Context: an optimization exercise on an open-source flow, tuned for small area. The choices shown serve that exercise and are no tape-out recipe. The RTL was checked by simulation tests, not by an equivalence proof against the original design. Power is estimated from default activity; no workload was simulated.

// game_top
module game_top #(
    parameter int TROOP_W = 9
) (
    input  logic               clk_100M,
    input  logic               reset,
    input  logic               key_ready,
    input  logic [2:0]         key_data,
    output logic               key_read_fin,
    input  logic               wb_cyc,
    input  logic               wb_stb,
    input  logic               wb_we,
    input  logic [7:0]         wb_adr,
    input  logic [31:0]        wb_dat_i,
    output logic [31:0]        wb_dat_o,
    output logic               wb_ack
);
For scale: about 4200 cells after synthesis, ~83 I/O pins, roughly 0.049 mm2 of cells after synthesis.
make LEC_CHECK=0 ABC_AREA=1 CAP_MARGIN=20 CORE_MARGIN=2 CORE_UTILIZATION=60 CTS_BUF_LIST=sky130_fd_sc_hd__clkbuf_8 CTS_CLUSTER_DIAMETER=50 CTS_CLUSTER_SIZE=20 GPL_TIMING_DRIVEN=0 SLEW_MARGIN=20 finish   # period 12.0 ns
run.sh (not shown) runs the stock make flow with config.mk's settings and CLKGATE_MAP_FILE= SYNTH_SCRIPT=/design/flow/synth_recipe.tcl, a recipe that flattens the netlist after the stock synthesis.
Rerun with:
==> flow/flow/run.sh (new file) <==
#!/bin/bash
# Own layout flow: the standard flow (standard.sh) with two changes:
#  - synthesis: Yosys's abc pass maps the logic with flow/abc_map.script, an
#    area-oriented mapping, instead of ORFS's abc script (registers untouched);
#  - clock tree: clkbuf_8 buffers, larger sink clusters, no dummy loads.
# Each tool's output is in orfs/logs (ORFS) and flow_make.log here.
set -euo pipefail
W=$(pwd)
cat > "$W/own_synth.tcl" <<EOS
# The standard synthesis (synth_recipe.tcl), with abc's script replaced
proc abc {args} {
  set i [lsearch -exact \$args -script]
  if {\$i >= 0} { lset args [expr {\$i + 1}] {$W/flow/abc_map.script} }
  puts "abc with script $W/flow/abc_map.script"
  yosys abc {*}\$args
}
source {$W/synth_recipe.tcl}
EOS
CTS="-sink_clustering_enable -repair_clock_nets -dont_use_dummy_load"
CTS="$CTS -buf_list sky130_fd_sc_hd__clkbuf_8 -sink_clustering_size 20 -sink_clustering_max_diameter 50"
bash "$W/standard.sh" "SYNTH_SCRIPT=$W/own_synth.tcl" "CTS_ARGS=$CTS" finish > "$W/flow_make.log" 2>&1
==> flow/flow/abc_map.script (new file) <==
strash
&get -n
&st
&dc2
&dch
&nf -R 1000
&put
==> flow/standard.sh (new file) <==
#!/bin/bash
# synth_recipe.tcl (not shown) runs the flow's synth.tcl, then flattens the netlist and writes it again
# the make line also repeats each setting of config.mk as NAME=value (left out here)
make -C /OpenROAD-flow-scripts/flow DESIGN_CONFIG=/design/flow/config.mk WORK_HOME=/design/flow/orfs CLKGATE_MAP_FILE= SYNTH_SCRIPT=/design/flow/synth_recipe.tcl "${@:-finish}"
--- a/flow/config.mk
+++ b/flow/config.mk
@@ -10,7 +10,4 @@
 export CORE_MARGIN = 2
 export CORE_UTILIZATION = 60
-export CTS_BUF_LIST = sky130_fd_sc_hd__clkbuf_8
-export CTS_CLUSTER_DIAMETER = 50
-export CTS_CLUSTER_SIZE = 20
 export GPL_TIMING_DRIVEN = 0
 export SLEW_MARGIN = 20
removed: flow/run.sh
Effect: The changed run finished but failed the layout checks on setup timing; wire length shrinks by 17%; sequential cell count stays the same; power shrinks by 13%; clock-buffer cell count shrinks by 10; area after synthesis shrinks by 8.0%; design area shrinks by 7.7%; worst hold slack got worse by 0.023 ns; non-clock buffer count shrinks by 56; setup slack got worse by 0.77 ns; synthesized cell count shrinks by 32%; cell count shrinks by 26%.

========
Another version of the RTL of game_top (not shown whole).
For scale: roughly 2900 cells after synthesis, ~1100 flip-flops, ~0.045 mm² of cells after synthesis.
Settings: LEC_CHECK=0, ABC_AREA=1, CAP_MARGIN=20, CORE_MARGIN=2, CORE_UTILIZATION=60, GPL_ROUTABILITY_DRIVEN=0, GPL_TIMING_DRIVEN=0, PLACE_DENSITY=0.72, SLEW_MARGIN=20; clock period 12.0 ns.
standard.sh (not shown) runs the stock make flow with config.mk's settings and CLKGATE_MAP_FILE= SYNTH_SCRIPT=/design/flow/synth_recipe.tcl, a recipe that flattens the netlist after the stock synthesis.
==> flow/flow/run.sh <==
#!/bin/bash
# Own layout flow: the standard flow (standard.sh) with two changes:
#  - synthesis: Yosys's abc pass maps the logic with flow/abc_map.script, an
#    area-oriented mapping, instead of ORFS's abc script (registers untouched);
#  - clock tree: clkbuf_8 buffers, larger sink clusters, no dummy loads;
#  - port buffers: buf_1 cells (every port still gets its buffer).
# Each tool's output is in orfs/logs (ORFS) and flow_make.log here.
set -euo pipefail
W=$(pwd)
cat > "$W/own_synth.tcl" <<EOS
# The standard synthesis (synth_recipe.tcl), with abc's script replaced
proc abc {args} {
  set i [lsearch -exact \$args -script]
  if {\$i >= 0} { lset args [expr {\$i + 1}] {$W/flow/abc_map.script} }
  puts "abc with script $W/flow/abc_map.script"
  yosys abc {*}\$args
}
source {$W/synth_recipe.tcl}
EOS
# the platform's don't-use cells, and the largest plain buffers
DONT_USE="sky130_fd_sc_hd__probe_p_8 sky130_fd_sc_hd__probec_p_8 sky130_fd_sc_hd__lpflow_bleeder_1 sky130_fd_sc_hd__lpflow_clkbufkapwr_1 sky130_fd_sc_hd__lpflow_clkbufkapwr_16 sky130_fd_sc_hd__lpflow_clkbufkapwr_2 sky130_fd_sc_hd__lpflow_clkbufkapwr_4 sky130_fd_sc_hd__lpflow_clkbufkapwr_8 sky130_fd_sc_hd__lpflow_clkinvkapwr_1 sky130_fd_sc_hd__lpflow_clkinvkapwr_16 sky130_fd_sc_hd__lpflow_clkinvkapwr_2 sky130_fd_sc_hd__lpflow_clkinvkapwr_4 sky130_fd_sc_hd__lpflow_clkinvkapwr_8 sky130_fd_sc_hd__lpflow_decapkapwr_12 sky130_fd_sc_hd__lpflow_decapkapwr_3 sky130_fd_sc_hd__lpflow_decapkapwr_4 sky130_fd_sc_hd__lpflow_decapkapwr_6 sky130_fd_sc_hd__lpflow_decapkapwr_8 sky130_fd_sc_hd__lpflow_inputiso0n_1 sky130_fd_sc_hd__lpflow_inputiso0p_1 sky130_fd_sc_hd__lpflow_inputiso1n_1 sky130_fd_sc_hd__lpflow_inputiso1p_1 sky130_fd_sc_hd__lpflow_inputisolatch_1 sky130_fd_sc_hd__lpflow_isobufsrc_1 sky130_fd_sc_hd__lpflow_isobufsrc_16 sky130_fd_sc_hd__lpflow_isobufsrc_2 sky130_fd_sc_hd__lpflow_isobufsrc_4 sky130_fd_sc_hd__lpflow_isobufsrc_8 sky130_fd_sc_hd__lpflow_isobufsrckapwr_16 sky130_fd_sc_hd__lpflow_lsbuf_lh_hl_isowell_tap_1 sky130_fd_sc_hd__lpflow_lsbuf_lh_hl_isowell_tap_2 sky130_fd_sc_hd__lpflow_lsbuf_lh_hl_isowell_tap_4 sky130_fd_sc_hd__lpflow_lsbuf_lh_isowell_4 sky130_fd_sc_hd__lpflow_lsbuf_lh_isowell_tap_1 sky130_fd_sc_hd__lpflow_lsbuf_lh_isowell_tap_2 sky130_fd_sc_hd__lpflow_lsbuf_lh_isowell_tap_4 sky130_fd_sc_hd__buf_12 sky130_fd_sc_hd__buf_16"
CTS="-sink_clustering_enable -repair_clock_nets -dont_use_dummy_load"
CTS="$CTS -buf_list sky130_fd_sc_hd__clkbuf_8 -sink_clustering_size 16 -sink_clustering_max_diameter 45"
bash "$W/standard.sh" "SYNTH_SCRIPT=$W/own_synth.tcl" "CTS_ARGS=$CTS" \
  "BUFFER_PORTS_ARGS=-buffer_cell sky130_fd_sc_hd__buf_1" "DONT_USE_CELLS=$DONT_USE" finish > "$W/flow_make.log" 2>&1
Other scripts of this flow, unchanged in this note and not shown: flow/flow/abc_map.script
The baseline went through all stages and came out clean.
Next try:
--- a/flow/flow/run.sh
+++ b/flow/flow/run.sh
@@ -3,5 +3,5 @@
 #  - synthesis: Yosys's abc pass maps the logic with flow/abc_map.script, an
 #    area-oriented mapping, instead of ORFS's abc script (registers untouched);
-#  - clock tree: clkbuf_8 buffers, larger sink clusters, no dummy loads;
+#  - clock tree: clkbuf_4 buffers, larger sink clusters, no dummy loads;
 #  - port buffers: buf_1 cells (every port still gets its buffer).
 # Each tool's output is in orfs/logs (ORFS) and flow_make.log here.
@@ -21,5 +21,5 @@
 DONT_USE="sky130_fd_sc_hd__probe_p_8 sky130_fd_sc_hd__probec_p_8 sky130_fd_sc_hd__lpflow_bleeder_1 sky130_fd_sc_hd__lpflow_clkbufkapwr_1 sky130_fd_sc_hd__lpflow_clkbufkapwr_16 sky130_fd_sc_hd__lpflow_clkbufkapwr_2 sky130_fd_sc_hd__lpflow_clkbufkapwr_4 sky130_fd_sc_hd__lpflow_clkbufkapwr_8 sky130_fd_sc_hd__lpflow_clkinvkapwr_1 sky130_fd_sc_hd__lpflow_clkinvkapwr_16 sky130_fd_sc_hd__lpflow_clkinvkapwr_2 sky130_fd_sc_hd__lpflow_clkinvkapwr_4 sky130_fd_sc_hd__lpflow_clkinvkapwr_8 sky130_fd_sc_hd__lpflow_decapkapwr_12 sky130_fd_sc_hd__lpflow_decapkapwr_3 sky130_fd_sc_hd__lpflow_decapkapwr_4 sky130_fd_sc_hd__lpflow_decapkapwr_6 sky130_fd_sc_hd__lpflow_decapkapwr_8 sky130_fd_sc_hd__lpflow_inputiso0n_1 sky130_fd_sc_hd__lpflow_inputiso0p_1 sky130_fd_sc_hd__lpflow_inputiso1n_1 sky130_fd_sc_hd__lpflow_inputiso1p_1 sky130_fd_sc_hd__lpflow_inputisolatch_1 sky130_fd_sc_hd__lpflow_isobufsrc_1 sky130_fd_sc_hd__lpflow_isobufsrc_16 sky130_fd_sc_hd__lpflow_isobufsrc_2 sky130_fd_sc_hd__lpflow_isobufsrc_4 sky130_fd_sc_hd__lpflow_isobufsrc_8 sky130_fd_sc_hd__lpflow_isobufsrckapwr_16 sky130_fd_sc_hd__lpflow_lsbuf_lh_hl_isowell_tap_1 sky130_fd_sc_hd__lpflow_lsbuf_lh_hl_isowell_tap_2 sky130_fd_sc_hd__lpflow_lsbuf_lh_hl_isowell_tap_4 sky130_fd_sc_hd__lpflow_lsbuf_lh_isowell_4 sky130_fd_sc_hd__lpflow_lsbuf_lh_isowell_tap_1 sky130_fd_sc_hd__lpflow_lsbuf_lh_isowell_tap_2 sky130_fd_sc_hd__lpflow_lsbuf_lh_isowell_tap_4 sky130_fd_sc_hd__buf_12 sky130_fd_sc_hd__buf_16"
 CTS="-sink_clustering_enable -repair_clock_nets -dont_use_dummy_load"
-CTS="$CTS -buf_list sky130_fd_sc_hd__clkbuf_8 -sink_clustering_size 16 -sink_clustering_max_diameter 45"
+CTS="$CTS -buf_list sky130_fd_sc_hd__clkbuf_4 -sink_clustering_size 10 -sink_clustering_max_diameter 35"
 bash "$W/standard.sh" "SYNTH_SCRIPT=$W/own_synth.tcl" "CTS_ARGS=$CTS" \
   "BUFFER_PORTS_ARGS=-buffer_cell sky130_fd_sc_hd__buf_1" "DONT_USE_CELLS=$DONT_USE" finish > "$W/flow_make.log" 2>&1
--- a/flow/config.mk
+++ b/flow/config.mk
@@ -13,3 +13,4 @@
 export GPL_TIMING_DRIVEN = 0
 export PLACE_DENSITY = 0.72
+export SETUP_SLACK_MARGIN = 0.15
 export SLEW_MARGIN = 20
The changed run ran to the end with no violations.
First-iteration DRC count climbs by 16%.
Global-route usage climbs by 0.55 points.
Routed wire length climbs by 1.7%.
Critical path depth climbs by 5.
Synthesized area stays the same.
Synthesized cell count stays the same.
Cell area drops by 0.36%.
Non-clock buffer count stays the same.
Fmax climbs by 1.4%.
Next try:
==> flow/flow/run.sh (replaced) <==
#!/bin/bash
# Own layout flow: the standard flow (standard.sh) with two changes:
#  - synthesis: Yosys's abc pass maps the logic with flow/abc_map.script, an
#    area-oriented mapping, instead of ORFS's abc script (registers untouched);
#  - clock tree: clkbuf_8 buffers, larger sink clusters, no dummy loads;
#  - port buffers: buf_1 cells (every port still gets its buffer).
# Each tool's output is in orfs/logs (ORFS) and flow_make.log here.
set -euo pipefail
W=$(pwd)
cat > "$W/own_synth.tcl" <<EOS
# The standard synthesis (synth_recipe.tcl), with abc's script replaced
proc abc {args} {
  set i [lsearch -exact \$args -script]
  if {\$i >= 0} { lset args [expr {\$i + 1}] {$W/flow/abc_map.script} }
  puts "abc with script $W/flow/abc_map.script"
  yosys abc {*}\$args
}
source {$W/synth_recipe.tcl}
EOS
CTS="-sink_clustering_enable -repair_clock_nets -dont_use_dummy_load"
CTS="$CTS -buf_list sky130_fd_sc_hd__clkbuf_8 -sink_clustering_size 16 -sink_clustering_max_diameter 45"
bash "$W/standard.sh" "SYNTH_SCRIPT=$W/own_synth.tcl" "CTS_ARGS=$CTS" \
  "BUFFER_PORTS_ARGS=-buffer_cell sky130_fd_sc_hd__buf_1" finish > "$W/flow_make.log" 2>&1
--- a/flow/config.mk
+++ b/flow/config.mk
@@ -10,5 +10,4 @@
 export CORE_MARGIN = 2
 export CORE_UTILIZATION = 60
-export GPL_ROUTABILITY_DRIVEN = 0
 export GPL_TIMING_DRIVEN = 0
 export PLACE_DENSITY = 0.72
Result: The changed run produced a clean layout; area after synthesis stays the same; first-iteration DRC count fell by 8.5%; final area is higher by about 2%; total power climbs by 3.9%; utilization came out higher by 1.4 points; worst setup slack gets worse by 0.072 ns; clock power went up by 11%; die area is unchanged.
Next try:
--- a/flow/flow/run.sh
+++ b/flow/flow/run.sh
@@ -3,5 +3,5 @@
 #  - synthesis: Yosys's abc pass maps the logic with flow/abc_map.script, an
 #    area-oriented mapping, instead of ORFS's abc script (registers untouched);
-#  - clock tree: clkbuf_8 buffers, larger sink clusters, no dummy loads;
+#  - clock tree: clkbuf_4 buffers, larger sink clusters, no dummy loads;
 #  - port buffers: buf_1 cells (every port still gets its buffer).
 # Each tool's output is in orfs/logs (ORFS) and flow_make.log here.
@@ -18,6 +18,8 @@
 source {$W/synth_recipe.tcl}
 EOS
+# the platform's don't-use cells, and the largest plain buffers
+DONT_USE="sky130_fd_sc_hd__probe_p_8 sky130_fd_sc_hd__probec_p_8 sky130_fd_sc_hd__lpflow_bleeder_1 sky130_fd_sc_hd__lpflow_clkbufkapwr_1 sky130_fd_sc_hd__lpflow_clkbufkapwr_16 sky130_fd_sc_hd__lpflow_clkbufkapwr_2 sky130_fd_sc_hd__lpflow_clkbufkapwr_4 sky130_fd_sc_hd__lpflow_clkbufkapwr_8 sky130_fd_sc_hd__lpflow_clkinvkapwr_1 sky130_fd_sc_hd__lpflow_clkinvkapwr_16 sky130_fd_sc_hd__lpflow_clkinvkapwr_2 sky130_fd_sc_hd__lpflow_clkinvkapwr_4 sky130_fd_sc_hd__lpflow_clkinvkapwr_8 sky130_fd_sc_hd__lpflow_decapkapwr_12 sky130_fd_sc_hd__lpflow_decapkapwr_3 sky130_fd_sc_hd__lpflow_decapkapwr_4 sky130_fd_sc_hd__lpflow_decapkapwr_6 sky130_fd_sc_hd__lpflow_decapkapwr_8 sky130_fd_sc_hd__lpflow_inputiso0n_1 sky130_fd_sc_hd__lpflow_inputiso0p_1 sky130_fd_sc_hd__lpflow_inputiso1n_1 sky130_fd_sc_hd__lpflow_inputiso1p_1 sky130_fd_sc_hd__lpflow_inputisolatch_1 sky130_fd_sc_hd__lpflow_isobufsrc_1 sky130_fd_sc_hd__lpflow_isobufsrc_16 sky130_fd_sc_hd__lpflow_isobufsrc_2 sky130_fd_sc_hd__lpflow_isobufsrc_4 sky130_fd_sc_hd__lpflow_isobufsrc_8 sky130_fd_sc_hd__lpflow_isobufsrckapwr_16 sky130_fd_sc_hd__lpflow_lsbuf_lh_hl_isowell_tap_1 sky130_fd_sc_hd__lpflow_lsbuf_lh_hl_isowell_tap_2 sky130_fd_sc_hd__lpflow_lsbuf_lh_hl_isowell_tap_4 sky130_fd_sc_hd__lpflow_lsbuf_lh_isowell_4 sky130_fd_sc_hd__lpflow_lsbuf_lh_isowell_tap_1 sky130_fd_sc_hd__lpflow_lsbuf_lh_isowell_tap_2 sky130_fd_sc_hd__lpflow_lsbuf_lh_isowell_tap_4 sky130_fd_sc_hd__buf_12 sky130_fd_sc_hd__buf_16"
 CTS="-sink_clustering_enable -repair_clock_nets -dont_use_dummy_load"
-CTS="$CTS -buf_list sky130_fd_sc_hd__clkbuf_8 -sink_clustering_size 16 -sink_clustering_max_diameter 45"
+CTS="$CTS -buf_list sky130_fd_sc_hd__clkbuf_4 -sink_clustering_size 10 -sink_clustering_max_diameter 35"
 bash "$W/standard.sh" "SYNTH_SCRIPT=$W/own_synth.tcl" "CTS_ARGS=$CTS" \
-  "BUFFER_PORTS_ARGS=-buffer_cell sky130_fd_sc_hd__buf_1" finish > "$W/flow_make.log" 2>&1
+  "BUFFER_PORTS_ARGS=-buffer_cell sky130_fd_sc_hd__buf_1" "DONT_USE_CELLS=$DONT_USE" finish > "$W/flow_make.log" 2>&1
--- a/flow/config.mk
+++ b/flow/config.mk
@@ -10,6 +10,7 @@
 export CORE_MARGIN = 2
 export CORE_UTILIZATION = 60
+export GPL_ROUTABILITY_DRIVEN = 0
 export GPL_TIMING_DRIVEN = 0
-export PLACE_DENSITY = 0.72
+export PLACE_DENSITY = 0.66
 export SETUP_SLACK_MARGIN = 0.15
 export SLEW_MARGIN = 20
The new run went through all stages and came out clean.
Core utilization shrinks by 1.3 points.
Clock skew grows by 0.045 ns.
Setup slack is better by 0.15 ns.
Routed wire length grows by 1.7%.
Synthesized cell count does not change.
Total power shrinks by 3.6%.

## what the ideal ports hide
No port has a modelled driver above. Below, the same layouts with a new extraction and two added sets of constraints.
Step 1: set_driving_cell puts a clkbuf_16 on clk_100M and a buf_2 on each other input, an assumption about the parent block.
Step 2, shift: input delay + t, output delay - t, t = (earliest + latest rising clock arrival at the registers) / 2. This alone moves slack from input paths to output paths.
Slacks: no drivers / after step 1 / after step 2; pairs: no drivers / after step 1.
| run | t (ns) | slack for setup (ns) | slew at the worst register clock pin (ns) |
|---|---|---|---|
| the first run of note 1 | 0.835 | 0.280 / 0.257 / -0.259 | 0.12 / 0.12 |
| the second run of note 1 | 0.798 | -0.489 / -0.546 / -0.899 | 0.12 / 0.12 |
| the first run of note 2 | 0.783 | 0.241 / 0.218 / -0.187 | 0.10 / 0.10 |
| the second run of note 2 | 1.056 | 0.401 / 0.395 / -0.614 | 0.11 / 0.11 |
| the third run of note 2 | 0.787 | 0.329 / 0.305 / -0.278 | 0.10 / 0.10 |
| the fourth run of note 2 | 1.081 | 0.479 / 0.456 / -0.524 | 0.11 / 0.11 |
Met with ideal ports but missed after step 2: setup timing in 5 of these runs. The setup slack of the second run of note 2, which loses most, moves by -0.006 ns with the drivers and by -1.015 ns with both steps.
